What follows belongs to an exercise in optimizing a design on an open flow for small area, a short achievable clock period and few clock cycles per item; a production flow would make more cautious choices.

Setup of JK:
Design roce_pkt_gen_top, start of the top module:
module roce_pkt_gen_top (
  input  logic                    core_clk,
  input  logic                    core_aresetn,
  input  logic                    start_i,
  input  logic [47:0]             src_mac_i,
  input  logic [31:0]             src_ip_i,
  input  logic                    cfg_we_i,
  input  logic [2-1:0]    cfg_qp_i,
  input  logic [47:0]             cfg_mac_i,
  input  logic [31:0]             cfg_ip_i,
  input  logic [23:0]             cfg_psn_i,
  input  logic [512-1:0]      wqe_tdata_i,
  input  logic                    wqe_tvalid_i,
  input  logic                    tx_tready_i,
  output logic [512-1:0]      tx_tdata_o,
  output logic [64-1:0]  tx_tkeep_o,
  output logic                    tx_tvalid_o,
  output logic                    tx_tlast_o,
  output logic                    post_rd_wqe_o,
  output logic                    post_wr_wqe_o,
  output logic                    send_done_o,
  output logic                    read_done_o,
  output logic                    write_done_o
);
Size: roughly 2400 cells after synthesis, about 840 flip-flops, roughly 33000 sq um of cells after synthesis.
==> flow/config.mk <==
export PLATFORM = sky130hd
export DESIGN_NAME = roce_pkt_gen_top
export DESIGN_NICKNAME = roce_pkt_gen_top
export VERILOG_FILES = /design/flow/design.v
export SDC_FILE = /design/flow/constraint.sdc
export NUM_CORES = 4
export LEC_CHECK = 0
export CAP_MARGIN = 20
export CORE_AREA = 10 10 450 450
export DIE_AREA = 0 0 460 460
export PLACE_DENSITY = 0.75
export SLEW_MARGIN = 20
==> flow/constraint.sdc <==
create_clock -name core_clock -period 10.0 [get_ports {core_clk}]
set_input_delay 2.0000 -clock core_clock [delete_from_list [all_inputs] [get_ports {core_clk}]]
set_output_delay 2.0000 -clock core_clock [all_outputs]
set_load 0.01 [all_outputs]
standard.sh (not shown) runs the stock make flow with config.mk's settings and CLKGATE_MAP_FILE= SYNTH_SCRIPT=/design/flow/synth_recipe.tcl, a recipe that flattens the netlist after the stock synthesis.
==> flow/flow/run.sh <==
#!/bin/bash
set -euo pipefail
export SETUP_SLACK_MARGIN=6.5
export BUFFER_PORTS_ARGS="-buffer_cell sky130_fd_sc_hd__buf_1"
export CTS_ARGS="-sink_clustering_enable -repair_clock_nets -dont_use_dummy_load -sink_clustering_size 12 -buf_list {sky130_fd_sc_hd__clkbuf_8} -root_buf sky130_fd_sc_hd__clkbuf_16"
bash standard.sh > flow_standard.log 2>&1
### JK -> MS
--- a/flow/design.v
+++ b/flow/design.v
@@ -165,26 +165,24 @@
   logic        tvalid_q;
   logic        last_q;      
   logic [4:0]  fcnt_q;      
   logic [2:0]  beat_q;      
   logic [4:0]  nf_q;        
   logic [4:0]  rcnt_q;      
   logic        pend_q;      
   logic        dfull_q;     
   logic        post_rd_q;
   logic        post_wr_q;
   logic [23:0] dqp_q;
   logic [23:0] dpsn_q;
-  logic        sip_ok_q;    
-  logic        ks_ok_q;
   logic cur_send, cur_read, accept, ld, same;
   assign cur_send = ~fcnt_q[4] & ~fcnt_q[3];
   assign cur_read = ~fcnt_q[4] &  fcnt_q[3];
   assign accept   = tvalid_q & tx_tready_i;
   assign ld       = ~tvalid_q | tx_tready_i;    
   assign same     = tvalid_q & ~last_q;         
   logic n_send, n_read, n_ok, start_frame;
   assign n_send      = ~nf_q[4] & ~nf_q[3];
   assign n_read      = ~nf_q[4] &  nf_q[3];
   assign n_ok        = started_q & ks_ok_q & ~(nf_q[4] & nf_q[3]) & (n_send | dfull_q);
   assign start_frame = ld & ~same & n_ok;
   logic       tvalid_d;
@@ -238,68 +236,63 @@
   end
   always_ff @(posedge core_clk) begin
     if (arrive) begin
       dqp_q  <= {wqe_tdata_i[47*8 +: 8],
                  wqe_tdata_i[(47+1)*8 +: 8],
                  wqe_tdata_i[(47+2)*8 +: 8]};
       dpsn_q <= {wqe_tdata_i[51*8 +: 8],
                  wqe_tdata_i[(51+1)*8 +: 8],
                  wqe_tdata_i[(51+2)*8 +: 8]};
     end
   end
   logic [1:0]  dsel;
-  logic [1:0]  sel0, sel1;
-  logic [3:0]  soh0, soh1, soh_d;
+  logic [1:0]  sel0, sel1, sel_d;
+  logic [3:0]  soh_d;
   logic [3:0]  soh_q;
-  logic [31:0] dip0, dip1, dip_d;
+  logic [31:0] dip_d;
   logic [31:0] dip_q;
   assign dsel  = arrive ? wqe_tdata_i[(47+2)*8 +: 2] : dqp_q[1:0];
   assign sel0  = n_send ? nf_q[1:0] : dsel;
   assign sel1  = (nf_q[4:3] == 2'b00 && nf_q[2:0] != 3'd7) ? nf_q[1:0] + 2'd1 : dsel;
+  assign sel_d = start_frame ? sel1 : sel0;
   always_comb begin
-    dip0 = '0;
-    dip1 = '0;
+    dip_d = '0;
     for (int e = 0; e < 4; e++) begin
-      soh0[e] = tbl_vld[e] & (sel0 == 2'(e));
-      soh1[e] = tbl_vld[e] & (sel1 == 2'(e));
-      dip0    = dip0 | ({32{soh0[e]}} & tbl_ctx[e*104 + 24 +: 32]);
-      dip1    = dip1 | ({32{soh1[e]}} & tbl_ctx[e*104 + 24 +: 32]);
+      soh_d[e] = tbl_vld[e] & (sel_d == 2'(e));
+      dip_d    = dip_d | ({32{soh_d[e]}} & tbl_ctx[e*104 + 24 +: 32]);
     end
   end
-  assign soh_d = start_frame ? soh1 : soh0;
-  assign dip_d = start_frame ? dip1 : dip0;
   always_ff @(posedge core_clk) begin
     soh_q <= soh_d;
     dip_q <= dip_d;
   end
   logic [47:0] rd_mac;
   logic [23:0] rd_psn;
   always_comb begin
     rd_mac = '0;
     rd_psn = '0;
     for (int e = 0; e < 4; e++) begin
       rd_mac = rd_mac | ({48{soh_q[e]}} & tbl_ctx[e*104 + 56 +: 48]);
       rd_psn = rd_psn | ({24{soh_q[e]}} & tbl_ctx[e*104 +: 24]);
     end
   end
-  logic [15:0] csum_k, ks_x, ks_c, cs_x, cs_c;
-  logic [31:0] sip_q;
+  logic [15:0] csum_k, cs_x, cs_c;
+  logic [15:0] sip_q;
   logic [15:0] ks_q;
+  logic        sip_ok_q, ks_ok_q;
   logic [15:0] csum;
   assign csum_k = n_send ? 16'h959b : n_read ? 16'h964f : 16'h954f;
-  assign ks_x = csum_k ^ sip_q[31:16] ^ sip_q[15:0];
-  assign ks_c = (csum_k & sip_q[31:16]) | (csum_k & sip_q[15:0]) | (sip_q[31:16] & sip_q[15:0]);
   always_ff @(posedge core_clk) begin
-    sip_q <= src_ip_i;
-    ks_q  <= oc_add(ks_x, {ks_c[14:0], ks_c[15]});
+    sip_q <= oc_add(src_ip_i[31:16], src_ip_i[15:0]);
+    ks_q  <= oc_add(csum_k, sip_q);
   end
   always_ff @(posedge core_clk or negedge core_aresetn) begin
     if (!core_aresetn) begin
       sip_ok_q <= 1'b0;
       ks_ok_q  <= 1'b0;
     end else begin
       sip_ok_q <= 1'b1;
       ks_ok_q  <= sip_ok_q;
     end
   end
   assign cs_x = ks_q ^ dip_q[31:16] ^ dip_q[15:0];
   assign cs_c = (ks_q & dip_q[31:16]) | (ks_q & dip_q[15:0]) | (dip_q[31:16] & dip_q[15:0]);
MS vs JK on area fraction in and, or, nand and nor cells after synthesis: MS is the lower one. On detailed-router iteration count before antenna repair: between MS and JK, it ends up higher for JK. The higher total inserted antenna cells of MS and JK is in JK. Fraction of area in registers in MS is 0.92 points below JK. On fraction of the mapped netlist area in compound gates: MS sits above JK. Max count of inverters other than clock inverters in the layout across MS and JK: JK. Summary of MS over JK: global-route wire length before repair up 14 mm; number of standard cells in the final layout excluding fillers fell by 0.93%. Changes observed in MS relative to JK: smallest hold slack +0.0042 ns, pre-CTS setup slack fell 0.82 ns, worst hold path cell count barely changed, post-detailed-routing wire length saw an increase.
Function was not checked in any run of this note: the RTL went through the layout flow alone.

==> what the ideal ports hide <==
Ports are ideal in the flow. The routed layouts listed here were re-timed in OpenROAD.
Step 1 assumes that a clkbuf_16 drives the clock port and a buf_2 every other input.
Step 2 times the ports against the registers' clock, not the clock port: input delays grow and output delays shrink by t, the midpoint of the rising clock arrivals with the driver on.
a / b / c = ideal / step 1 / step 2; a / b = the first two.
| run | t, ns | setup WS [ns] | clock arrival spread, ns |
|---|---|---|---|
| JK | 0.762 | 6.404 / 6.376 / 5.614 | 0.119 / 0.119 |
| MS | 0.783 | 6.434 / 6.427 / 5.666 | 0.112 / 0.112 |
After both steps setup and hold are still met in every run listed. For JK, which loses most, drivers alone change the setup slack by -0.028 ns; drivers and shift together by -0.790 ns.
